Context: an optimization exercise on an open-source flow, tuned for small area. The choices shown serve that exercise and are no tape-out recipe.

// disparity_filtering_system
module disparity_filtering_system (
    input  logic                   clk,
    input  logic                   arst_n,
    input  logic [BLK_SIZE-1:0]    xors_in,
    input  logic [CONF_BITS-1:0]   confidence,
    input  logic [COORD_BITS-1:0]  min_coords,
    input  logic                   xors_valid,
    output logic [OUT_BITS-1:0]    disparity,     
    output logic                   disparity_valid,
    output logic                   overrun
);
Size: roughly 1,400 cells after synthesis, ~300 I/O pins.
export LEC_CHECK = 0
export ABC_AREA = 1
export CAP_MARGIN = 20
export CORE_MARGIN = 2
export CORE_UTILIZATION = 40
export GPL_TIMING_DRIVEN = 0
export SLEW_MARGIN = 20
create_clock -name core_clock -period 9.0 [get_ports {clk}]
standard.sh (not shown) runs the stock make flow with config.mk's settings and CLKGATE_MAP_FILE= SYNTH_SCRIPT=/design/flow/synth_recipe.tcl, a recipe that flattens the netlist after the stock synthesis.
==> flow/flow/run.sh <==
#!/bin/bash
# The standard layout with two changes:
#  - port buffers are the smallest plain buffer (buffer_ports -buffer_cell buf_1);
#  - after the standard synthesis, inverters that synthesis left around full-adder cells
#    are removed (flow/invopt.py), kept only if Yosys proves the netlist unchanged.
# Each tool's output goes to a log file of its own in this folder.
set -euo pipefail
export BUFFER_PORTS_ARGS="-buffer_cell sky130_fd_sc_hd__buf_1"
R=orfs/results/${FLOW_PLATFORM}/disparity_filtering_system/base

bash standard.sh synth > synth.log 2>&1

cp $R/1_2_yosys.v synth_orig.v
if python3 flow/invopt.py synth_orig.v synth_opt.v > invopt.log 2>&1; then
    sed "s/^module ${FLOW_TOP}(/module gold(/" synth_orig.v > eq_gold.v
    sed -E -e "s/^module ${FLOW_TOP}\(/module gate(/" -e 's/\b(_[0-9]+_|_invopt_[c0-9]+_)/x\1/g' synth_opt.v > eq_gate.v
    LIB=$(ls ${FLOW_HOME}/platforms/${FLOW_PLATFORM}/lib/*tt_025C_1v80.lib | head -1)
    cat > eq.ys <<EOS
read_liberty -ignore_miss_func $LIB
read_verilog eq_gold.v
read_verilog eq_gate.v
hierarchy -check
flatten
proc
opt_clean
async2sync
dffunmap
equiv_make gold gate eq
hierarchy -top eq
equiv_simple -seq 2
equiv_induct -seq 2
equiv_status -assert
EOS
    if yosys -s eq.ys > equiv.log 2>&1; then
        cp synth_opt.v $R/1_2_yosys.v
        rm -f $R/1_synth.odb $R/1_synth.sdc
        echo "using the optimised netlist" >> invopt.log
    else
        echo "equivalence not proven; keeping the standard netlist" >> invopt.log
    fi
fi

bash standard.sh > standard.log 2>&1
Other scripts of this flow, unchanged in this note and not shown: flow/flow/invopt.py
Change:
--- a/flow/design.v
+++ b/flow/design.v
@@ -255,32 +255,45 @@
             mdstep = {sum[10:1], sum[0], n[7:1]};
         end
     endfunction
     always_ff @(posedge clk) begin
         {ac7, nq7} <= mdstep(mcnt, ac7, nq7, x7, dd7, dl);
         {ac8, nq8} <= mdstep(mcnt - 1'b1, ac8, nq8, x8, dd8, dl);
     end
     logic       xwin, lmask, rmask;
     logic [7:0] wl, wc, wr;
     logic [9:0] sc, val;
-    logic [7:0] hi_q, qx, nqs;
-    logic       zero_q, xwin_q, xsel_q;
+    logic [7:0] qx, nqs;
+    logic [9:0] sc_q;
+    logic       xwin_q, xsel_q;
     assign xwin  = orun && obpar && (ocnt[3:1] == 3'd1);       
     assign lmask = orun && !obpar && (ocnt == 4'd3);
     assign rmask = t10;
-    assign wl    = lmask ? 8'd0 : wgt(w3, oc);
-    assign wc    = wgt(w2, oc);
-    assign wr    = rmask ? 8'd0 : wgt(w1, oc);
+    always_comb begin
+        logic [1:0] pl, pc, pr;
+        logic [7:0] cl, cr;
+        pl = w3;  pc = w2;  pr = w1;
+        cl = oc;  cr = oc;
+        if (xwin) begin
+            if (!ocnt[0]) begin
+                pl = hp[1:0];  pc = hp[3:2];  pr = m1[1:0];  cr = c1;
+            end else begin
+                pl = hp[3:2];  pc = m1[1:0];  pr = m1[3:2];  cl = hc;
+            end
+        end
+        wl = lmask ? 8'd0 : wgt(pl, cl);
+        wc = wgt(pc, oc);
+        wr = rmask ? 8'd0 : wgt(pr, cr);
+    end
     assign sc    = radd3(wl, wc, wr);
-    assign val   = xwin ? (ocnt[0] ? dd8 : dd7) : sc;
-    always_ff @(posedge clk) begin
-        hi_q   <= div3(val);
-        zero_q <= (val == 10'd0);
+    assign val   = sc;
+    always_ff @(posedge clk) begin
+        sc_q   <= val;
         xwin_q <= xwin;
         xsel_q <= ocnt[0];
     end
     assign nqs = xsel_q ? nq8 : nq7;
     assign qx  = {lo + nqs[7:3], nqs[2:0]};
-    assign disparity[15:8] = hi_q;
-    assign disparity[7:0]  = zero_q ? 8'd0 : (xwin_q ? qx : {od, 3'b000});
+    assign disparity[15:8] = div3(sc_q);
+    assign disparity[7:0]  = (sc_q == 10'd0) ? 8'd0 : (xwin_q ? qx : {od, 3'b000});
     assign disparity_valid = dvalid;
 endmodule
Result: Clock skew rose by 0.0051 ns; design area fell by 4.6%; critical path depth shrinks by 31; clock-buffer cell count goes down by 2; setup slack improves by 0.13 ns; die area is about the same; global-route usage goes down by 0.28 points.
No functional check of the RTL was part of any run of this note.

## what the ideal ports hide
The flow's constraints put no driver on any port. The routed layouts listed below were extracted and timed again, unchanged, in two steps. Step 1 assumes that a clkbuf_16 drives the clock port and a buf_2 every other input. Step 2, shift: input delay + t, output delay - t, t = (earliest + latest rising clock arrival at the registers) / 2. This alone moves slack from input paths to output paths. a / b / c = ideal ports / drivers / drivers and shift; a / b = the first two.
run | t, ns | slack for setup (ns) | worst setup path after step 2 | worst register clock-pin slew, ns | worst slew at a driven data input, ns
the first run | 0.487 | 0.285 / 0.285 / 0.285 | register to register | 0.07 / 0.07 | 0.10
the second run | 0.479 | 0.419 / 0.419 / 0.419 | register to register | 0.09 / 0.09 | 0.10
After both steps setup and hold are still met in every run listed.
